This is an optimization exercise on Yosys and OpenROAD, whose aim is small area, a short achievable clock period and few clock cycles per item, not a production implementation.
Where RTL was checked, it was by simulation tests only, not by an equivalence proof against the original.

==> run a: inputs <==
==> flow/design.v (excerpt) <==
module oxygen_cell_calibrate_and_mod #(
    parameter int CAL_SAMPLES = 10
) (
    input  logic                                  clk,
    input  logic                                  rst_n,
    input  logic                                  in_valid,
    output logic                                  in_stall,
    input  logic                                  opcode,
    input  logic signed [ocm_pkg::SAMPLE_W-1:0]   sample,
    output logic                                  out_valid,
    input  logic                                  out_stall,
    output logic [ocm_pkg::O2_W-1:0]              o2_tenths,
    output logic [ocm_pkg::DEPTH_W-1:0]           depth_normal_tenths,
    output logic [ocm_pkg::DEPTH_W-1:0]           depth_tech_tenths,
    output logic                                  calibration_done,
    output logic                                  not_calibrated,
    input  logic                                  cfg_valid,
    output logic                                  cfg_ready,
    input  logic [ocm_pkg::CFG_IDX_W-1:0]         cfg_index,
    input  logic [ocm_pkg::CFG_W-1:0]             cfg_data
);
clock: 6.0 ns
lec_check: 0
cap_margin: 20
core_margin: 2
core_utilization: 60
setup_slack_margin: 1.2
slew_margin: 20
run.sh (not shown) runs the stock make flow with config.mk's settings and CLKGATE_MAP_FILE= SYNTH_SCRIPT=/design/flow/synth_recipe.tcl, a recipe that flattens the netlist after the stock synthesis.
==> run b (differences from run a) <==
SETUP_SLACK_MARGIN = 1.5   (was 1.2)
==> comparison table <==
Post-detailed-placement cell area: run a 55,300 sq um; run b 55,500 sq um
Buffers outside the clock class: run a 386; run b 408
# resized after CTS: run a 117; run b 151
Met1 Routed Length: run a 58,900 um; run b 59,800 um
Final instance area: run a 60,800 sq um; run b 61,000 sq um
Antenna violations before repair: run a 3; run b 0
Outcome: run a timing/DRC/antenna clean; run b timing/DRC/antenna clean
Average wire per cell in the routed design: run a 19.7 um; run b 20.0 um
First-pass iteration count of the detailed router: run a 7; run b 5
TritonCTS buffer count: run a 78; run b 77
Register Area: run a 19,700 sq um; run b 19,700 sq um
Ratio of cells with drive above 1 in the final layout: run a 0.166; run b 0.174
Placer Congestion: run a 0.871; run b 0.864
Number of cell instances on the worst register-to-register path: run a 26; run b 21
No functional check of the RTL was part of any run of this note.

==> 04-21 <==
oxygen_cell_calibrate_and_mod, a different RTL version from the one above (not shown whole).
export LEC_CHECK = 0
export CAP_MARGIN = 20
export CORE_MARGIN = 2
export CORE_UTILIZATION = 60
export SETUP_SLACK_MARGIN = 1.5
export SLEW_MARGIN = 20
create_clock -name core_clock -period 6.0 [get_ports {clk}]
==> inputs of 03-12, as changes to 04-21 <==
--- a/flow/design.v
+++ b/flow/design.v
@@ -128,18 +128,18 @@
     logic [3:0]  cnt_reg;
     logic [18:0] ref_reg;
     logic [20:0] ref3_reg;
     logic [7:0]  lnr_reg, ltr_reg;
     logic        ref_ok_reg;
     logic        en, accept, cal_stall;
     logic [19:0] cal_sum;
     logic        cal_pos;
-    logic last_in;
-    assign last_in = (cnt_reg == 4'd9);
+    logic v_s1, cal_s1, last_s1;
+    logic [15:0] smp_s1;
     logic v_s2;
     logic [0:0] cal_s2;
     logic [0:0] nc_s2;
     logic [0:0] x_s2;
     logic [18:0] pl_s2;
     logic [18:0] ph_s2;
     logic v_s3;
     logic [0:0] cal_s3;
@@ -250,27 +250,27 @@
     logic [13:0] qt_s15;
     logic v_s16;
     logic [9:0] o2_s16;
     logic [14:0] dn_s16;
     logic [14:0] dt_s16;
     logic [0:0] done_s16;
     logic [0:0] nc_s16;
     logic [19:0] sum_1;
-    assign sum_1 = acc_reg + {{4{sample[15]}}, sample};
+    assign sum_1 = acc_reg + {{4{smp_s1[15]}}, smp_s1};
     logic [0:0] pos_2;
     assign pos_2 = !sum_1[19] && (sum_1 != 20'd0);
     logic [0:0] nc_3;
-    assign nc_3 = (opcode && last_in) ? !pos_2 : !ref_ok_reg;
+    assign nc_3 = (cal_s1 && last_s1) ? !pos_2 : !ref_ok_reg;
     logic [0:0] x_4;
-    assign x_4 = opcode ? last_in : (sample[15] || (sample == 16'd0));
+    assign x_4 = cal_s1 ? last_s1 : (smp_s1[15] || (smp_s1 == 16'd0));
     assign cal_sum = sum_1;
     assign cal_pos = pos_2;
     logic [14:0] s15_5;
-    assign s15_5 = sample[14:0];
+    assign s15_5 = smp_s1[14:0];
     logic [18:0] pl_6;
     assign pl_6 = 19'(s15_5) * 19'(air_reg[3:0]);
     logic [18:0] ph_7;
     assign ph_7 = 19'(s15_5) * 19'(air_reg[7:4]);
     logic [25:0] p5_8;
     assign p5_8 = 26'(pl_s2) + 26'({pl_s2, 2'd0}) + 26'({ph_s2, 4'd0}) + 26'({ph_s2, 6'd0});
     logic [0:0] ovf_9;
     assign ovf_9 = ({2'b00, p5_s3[25:9]} >= ref_reg);
@@ -639,30 +639,31 @@
     assign qt_213 = {qt_s15, ge_211};
     logic [14:0] depn_214;
     assign depn_214 = (cal_s15 || (qn_208 < 15'd100)) ? 15'd0 : (qn_208 - 15'd100);
     logic [14:0] dept_215;
     assign dept_215 = (cal_s15 || (qt_213 < 15'd100)) ? 15'd0 : (qt_213 - 15'd100);
     logic [0:0] done_216;
     assign done_216 = cal_s15 && x_s15;
     assign en        = !(v_s16 && out_stall);
-    assign cal_stall = (cnt_reg == 4'd9) && ((v_s2 && !cal_s2) || (v_s3 && !cal_s3) || (v_s4 && !cal_s4) || (v_s5 && !cal_s5) || (v_s6 && !cal_s6) || (v_s7 && !cal_s7));
+    assign cal_stall = (cnt_reg == 4'd9) && ((v_s1 && !cal_s1) || (v_s2 && !cal_s2) || (v_s3 && !cal_s3) || (v_s4 && !cal_s4) || (v_s5 && !cal_s5) || (v_s6 && !cal_s6) || (v_s7 && !cal_s7));
     assign in_stall  = !en || cal_stall;
     assign accept    = in_valid && !in_stall;
     always_ff @(posedge clk or negedge rst_n)
     begin
         if (!rst_n)
         begin
             air_reg    <= 8'd209;
             ln_reg     <= 15'd17500;
             lt_reg     <= 15'd20000;
             acc_reg    <= '0;
             cnt_reg    <= '0;
             ref_reg    <= '0;
             ref_ok_reg <= 1'b0;
+            v_s1       <= 1'b0;
             v_s2 <= 1'b0;
             v_s3 <= 1'b0;
             v_s4 <= 1'b0;
             v_s5 <= 1'b0;
             v_s6 <= 1'b0;
             v_s7 <= 1'b0;
             v_s8 <= 1'b0;
             v_s9 <= 1'b0;
@@ -684,51 +685,55 @@
                     2'd2: lt_reg   <= {cfg_data, 7'd0} - 15'(cfg_data) - {6'd0, cfg_data, 1'b0};
                     default: ;
                 endcase
             end
             if (accept && opcode)
                 cnt_reg <= (cnt_reg == 4'd9) ? 4'd0 : cnt_reg + 4'd1;
             if (en)
             begin
-                v_s2 <= accept;
+                v_s1 <= accept;
+                v_s2 <= v_s1;
                 v_s3 <= v_s2;
                 v_s4 <= v_s3;
                 v_s5 <= v_s4;
                 v_s6 <= v_s5;
                 v_s7 <= v_s6;
                 v_s8 <= v_s7;
                 v_s9 <= v_s8;
                 v_s10 <= v_s9;
                 v_s11 <= v_s10;
                 v_s12 <= v_s11;
                 v_s13 <= v_s12;
                 v_s14 <= v_s13;
                 v_s15 <= v_s14;
                 v_s16 <= v_s15;
-                if (accept && opcode)
+                if (v_s1 && cal_s1)
                 begin
-                    if (last_in)
+                    if (last_s1)
                     begin
                         ref_reg    <= cal_sum[18:0];
                         ref_ok_reg <= cal_pos;
                         acc_reg    <= '0;
                     end
                     else
                         acc_reg <= cal_sum;
                 end
             end
         end
     end
     always_ff @(posedge clk)
     begin
         ref3_reg <= 21'(ref_reg) + {1'b0, ref_reg, 1'b0};
         if (en)
         begin
-            cal_s2 <= opcode;
+            cal_s1  <= opcode;
+            last_s1 <= (cnt_reg == 4'd9);
+            smp_s1  <= sample;
+            cal_s2 <= cal_s1;
             nc_s2 <= nc_3;
             x_s2 <= x_4;
             pl_s2 <= pl_6;
             ph_s2 <= ph_7;
             cal_s3 <= cal_s2;
             nc_s3 <= nc_s2;
             x_s3 <= x_s2;
             p5_s3 <= p5_8;
- CORE_UTILIZATION: 60 -> 40
==> comparison table <==
quantity	04-21	03-12
Outcome	finished clean	finished clean
Post-synthesis average cell area	11.37 µm²	11.30 µm²
Final critical-path required period	5045 ps	4769 ps
Setup slack of the worst register-to-register path	960 ps	1230 ps
Count of buffer and inverter cells on the critical path	5	2
Worst-case headroom to the max-slew limit	19.54%	16.83%
Share of the synthesized netlist area taken by xor and xnor gates	4.732%	4.954%
Post-Place Cells	5980	6566
Worst slack, placed	283.1 ps	856.5 ps
Average wire per standard cell	21.19 µm	19.44 µm
Fraction of area in multi-input gates	53.21%	51.46%
Met1 usage in global routing	34.06%	25.46%
Share of cell area taken by flip-flops and latches	32.32%	32.63%
Number of standard-cell rows in the floorplan	110	134
EDFF count, synth	579	597
Starting DRC count in detailed routing	2178	2179
Count of sequential standard cells	697	716
Synthesized-area fraction occupied by ao, oa, aoi and oai cells	11.71%	12.51%
Top sig layer	met4	met5
Number of nets in the finished design	6118	6160
Post-route insts no fill	6365	7001
Final period utilization	84.08%	79.49%
Startpoint of the lowest-slack register-to-register path	q_s8[2]	o2_s14[1]
Critical path endpoint	rt_s9[1]	rt_s15[9]
Testbench counts of 03-12, summed over its fixed seeds: cycles 1,408, items 1,280.
Only the layout flow was run in 04-21; the RTL was not checked for function there.

==> inputs of onyx <==
oxygen_cell_calibrate_and_mod, a different RTL version from the one above (not shown whole).
clock: 6.0 ns
lec_check: 0
cap_margin: 20
core_margin: 2
core_utilization: 60
setup_slack_margin: 1.5
slew_margin: 20
tns_end_percent: 20
==> fjord: changes against onyx <==
--- a/flow/design.v
+++ b/flow/design.v
@@ -183,55 +183,69 @@
     logic [0:0] nc_s8;
     logic [0:0] x_s8;
     logic [0:0] ovf_s8;
     logic [18:0] rem_s8;
     logic [9:0] q_s8;
     logic v_s9;
+    logic [0:0] cal_s9;
     logic [0:0] nc_s9;
+    logic [0:0] x_s9;
     logic [9:0] o2_s9;
     logic [4:0] rn_s9;
     logic [4:0] rt_s9;
     logic [1:0] qn_s9;
     logic [1:0] qt_s9;
     logic v_s10;
+    logic [0:0] cal_s10;
     logic [0:0] nc_s10;
+    logic [0:0] x_s10;
     logic [9:0] o2_s10;
     logic [6:0] rn_s10;
     logic [6:0] rt_s10;
     logic [3:0] qn_s10;
     logic [3:0] qt_s10;
     logic v_s11;
+    logic [0:0] cal_s11;
     logic [0:0] nc_s11;
+    logic [0:0] x_s11;
     logic [9:0] o2_s11;
     logic [8:0] rn_s11;
     logic [8:0] rt_s11;
     logic [5:0] qn_s11;
     logic [5:0] qt_s11;
     logic v_s12;
+    logic [0:0] cal_s12;
     logic [0:0] nc_s12;
+    logic [0:0] x_s12;
     logic [9:0] o2_s12;
     logic [9:0] rn_s12;
     logic [9:0] rt_s12;
     logic [7:0] qn_s12;
     logic [7:0] qt_s12;
     logic v_s13;
+    logic [0:0] cal_s13;
     logic [0:0] nc_s13;
+    logic [0:0] x_s13;
     logic [9:0] o2_s13;
     logic [9:0] rn_s13;
     logic [9:0] rt_s13;
     logic [9:0] qn_s13;
     logic [9:0] qt_s13;
     logic v_s14;
+    logic [0:0] cal_s14;
     logic [0:0] nc_s14;
+    logic [0:0] x_s14;
     logic [9:0] o2_s14;
     logic [9:0] rn_s14;
     logic [9:0] rt_s14;
     logic [11:0] qn_s14;
     logic [11:0] qt_s14;
     logic v_s15;
+    logic [0:0] cal_s15;
     logic [0:0] nc_s15;
+    logic [0:0] x_s15;
     logic [9:0] o2_s15;
     logic [9:0] rn_s15;
     logic [9:0] rt_s15;
     logic [13:0] qn_s15;
     logic [13:0] qt_s15;
     logic v_s16;
@@ -345,13 +359,13 @@
     ocm_div #(.WIDTH(21), .ARCH(0)) u_df_57 (.a(21'(tr_52)), .b(21'(ref3_reg)), .diff(df_57), .ge(ge_58));
     logic [18:0] rem_59;
     assign rem_59 = ge_58 ? df_57[18:0] : ge_56 ? df_55[18:0] : ge_54 ? df_53[18:0] : tr_52[18:0];
     logic [9:0] q_60;
     assign q_60 = {q_s7, ge_56, (ge_58 || (ge_54 && !ge_56))};
     logic [9:0] o2_61;
-    assign o2_61 = cal_s8 ? 10'(x_s8) : nc_s8 ? 10'd1000 : x_s8 ? 10'd10 : ovf_s8 ? 10'd1000 : (q_s8 > 10'd1000) ? 10'd1000 : (q_s8 < 10'd10) ? 10'd10 : q_s8;
+    assign o2_61 = cal_s8 ? 10'd0 : nc_s8 ? 10'd1000 : x_s8 ? 10'd10 : ovf_s8 ? 10'd1000 : (q_s8 > 10'd1000) ? 10'd1000 : (q_s8 < 10'd10) ? 10'd10 : q_s8;
     logic [2:0] rn_62;
     assign rn_62 = ln_reg[14:12];
     logic [2:0] rt_63;
     assign rt_63 = lt_reg[14:12];
     logic [3:0] trn_64;
     assign trn_64 = {rn_62, ln_reg[11]};
@@ -620,22 +634,18 @@
     logic [0:0] ge_211;
     ocm_div #(.WIDTH(11), .ARCH(0)) u_df_210 (.a(11'(trt_209)), .b(11'(o2_s15)), .diff(df_210), .ge(ge_211));
     logic [9:0] remt_212;
     assign remt_212 = ge_211 ? df_210[9:0] : trt_209[9:0];
     logic [14:0] qt_213;
     assign qt_213 = {qt_s15, ge_211};
-    logic [0:0] cal_214;
-    assign cal_214 = (o2_s15[9:1] == 9'd0);
-    logic [9:0] o2o_215;
-    assign o2o_215 = {o2_s15[9:1], o2_s15[0] && !cal_214};
-    logic [14:0] depn_216;
-    assign depn_216 = (cal_214 || (qn_208 < 15'd100)) ? 15'd0 : (qn_208 - 15'd100);
-    logic [14:0] dept_217;
-    assign dept_217 = (cal_214 || (qt_213 < 15'd100)) ? 15'd0 : (qt_213 - 15'd100);
-    logic [0:0] done_218;
-    assign done_218 = cal_214 && o2_s15[0];
+    logic [14:0] depn_214;
+    assign depn_214 = (cal_s15 || (qn_208 < 15'd100)) ? 15'd0 : (qn_208 - 15'd100);
+    logic [14:0] dept_215;
+    assign dept_215 = (cal_s15 || (qt_213 < 15'd100)) ? 15'd0 : (qt_213 - 15'd100);
+    logic [0:0] done_216;
+    assign done_216 = cal_s15 && x_s15;
     assign en        = !(v_s16 && out_stall);
     assign cal_stall = (cnt_reg == 4'd9) && ((v_s1 && !cal_s1) || (v_s2 && !cal_s2) || (v_s3 && !cal_s3) || (v_s4 && !cal_s4) || (v_s5 && !cal_s5) || (v_s6 && !cal_s6) || (v_s7 && !cal_s7));
     assign in_stall  = !en || cal_stall;
     assign accept    = in_valid && !in_stall;
     always_ff @(posedge clk or negedge rst_n)
     begin
@@ -758,58 +768,72 @@
             cal_s8 <= cal_s7;
             nc_s8 <= nc_s7;
             x_s8 <= x_s7;
             ovf_s8 <= ovf_s7;
             rem_s8 <= rem_59;
             q_s8 <= q_60;
+            cal_s9 <= cal_s8;
             nc_s9 <= nc_s8;
+            x_s9 <= x_s8;
             o2_s9 <= o2_61;
             rn_s9 <= remn_77;
             rt_s9 <= remt_82;
             qn_s9 <= qn_78;
             qt_s9 <= qt_83;
+            cal_s10 <= cal_s9;
             nc_s10 <= nc_s9;
+            x_s10 <= x_s9;
             o2_s10 <= o2_s9;
             rn_s10 <= remn_97;
             rt_s10 <= remt_102;
             qn_s10 <= qn_98;
             qt_s10 <= qt_103;
+            cal_s11 <= cal_s10;
             nc_s11 <= nc_s10;
+            x_s11 <= x_s10;
             o2_s11 <= o2_s10;
             rn_s11 <= remn_117;
             rt_s11 <= remt_122;
             qn_s11 <= qn_118;
             qt_s11 <= qt_123;
+            cal_s12 <= cal_s11;
             nc_s12 <= nc_s11;
+            x_s12 <= x_s11;
             o2_s12 <= o2_s11;
             rn_s12 <= remn_137;
             rt_s12 <= remt_142;
             qn_s12 <= qn_138;
             qt_s12 <= qt_143;
+            cal_s13 <= cal_s12;
             nc_s13 <= nc_s12;
+            x_s13 <= x_s12;
             o2_s13 <= o2_s12;
             rn_s13 <= remn_157;
             rt_s13 <= remt_162;
             qn_s13 <= qn_158;
             qt_s13 <= qt_163;
+            cal_s14 <= cal_s13;
             nc_s14 <= nc_s13;
+            x_s14 <= x_s13;
             o2_s14 <= o2_s13;
             rn_s14 <= remn_177;
             rt_s14 <= remt_182;
             qn_s14 <= qn_178;
             qt_s14 <= qt_183;
+            cal_s15 <= cal_s14;
             nc_s15 <= nc_s14;
+            x_s15 <= x_s14;
             o2_s15 <= o2_s14;
             rn_s15 <= remn_197;
             rt_s15 <= remt_202;
             qn_s15 <= qn_198;
             qt_s15 <= qt_203;
-            o2_s16 <= o2o_215;
-            dn_s16 <= depn_216;
-            dt_s16 <= dept_217;
-            done_s16 <= done_218;
+            o2_s16 <= o2_s15;
+            dn_s16 <= depn_214;
+            dt_s16 <= dept_215;
+            done_s16 <= done_216;
             nc_s16 <= nc_s15;
         end
     end
     assign cfg_ready           = 1'b1;
     assign out_valid           = v_s16;
     assign o2_tenths           = o2_s16;
- CTS_BUF_LIST: not set -> sky130_fd_sc_hd__clkbuf_4 sky130_fd_sc_hd__clkbuf_8
- CTS_CLUSTER_SIZE: not set -> 30
- TNS_END_PERCENT: 20 -> not set
==> results.txt <==
onyx passed the timing, DRC and antenna checks. fjord finished with timing, DRC and antenna clean.
Of onyx and fjord, fjord has the higher critical path depth (gap 2).
Against onyx, the via count of fjord is higher by about 2%.
Between fjord and onyx, the lower area after synthesis is in onyx (gap about 0.8%, measured against onyx).
Against onyx, the setup slack of fjord is higher by 200 ps.
Of onyx and fjord, fjord has the higher final cell count (gap about 2.7%, measured against fjord).
Between fjord and onyx, the lower synthesized cell count is in onyx (gap 0.59%, measured against onyx).
Testbench counts of fjord, summed over its fixed seeds: cycles 1,408, items 1,280.
For onyx, only the layout was checked, not whether the RTL still works.

## what the ideal ports hide
The results above use ideal ports. As a check the final layouts listed here were re-extracted and re-timed, cells and wires unchanged. Step 1 assumes that a clkbuf_16 drives the clock port and a buf_2 every other input. Step 2, shift: input delay + t, output delay - t, t = (earliest + latest rising clock arrival at the registers) / 2. This alone moves slack from input paths to output paths. a / b / c = ideal ports / drivers / drivers and shift; a / b = the first two.
run | t (ns) | slack for setup (ns) | latest minus earliest clock arrival (ns)
run a | 0.706 | 0.912 / 0.912 / 0.912 | 0.026 / 0.026
run b | 0.712 | 0.940 / 0.940 / 0.940 | 0.031 / 0.031
04-21 | 0.736 | 0.955 / 0.955 / 0.955 | 0.059 / 0.060
03-12 | 0.764 | 1.231 / 1.231 / 1.231 | 0.057 / 0.057
onyx | 0.725 | 1.119 / 1.119 / 1.119 | 0.039 / 0.040
fjord | 0.887 | 1.314 / 1.314 / 1.314 | 0.040 / 0.041
After both steps setup and hold are still met in every run listed.
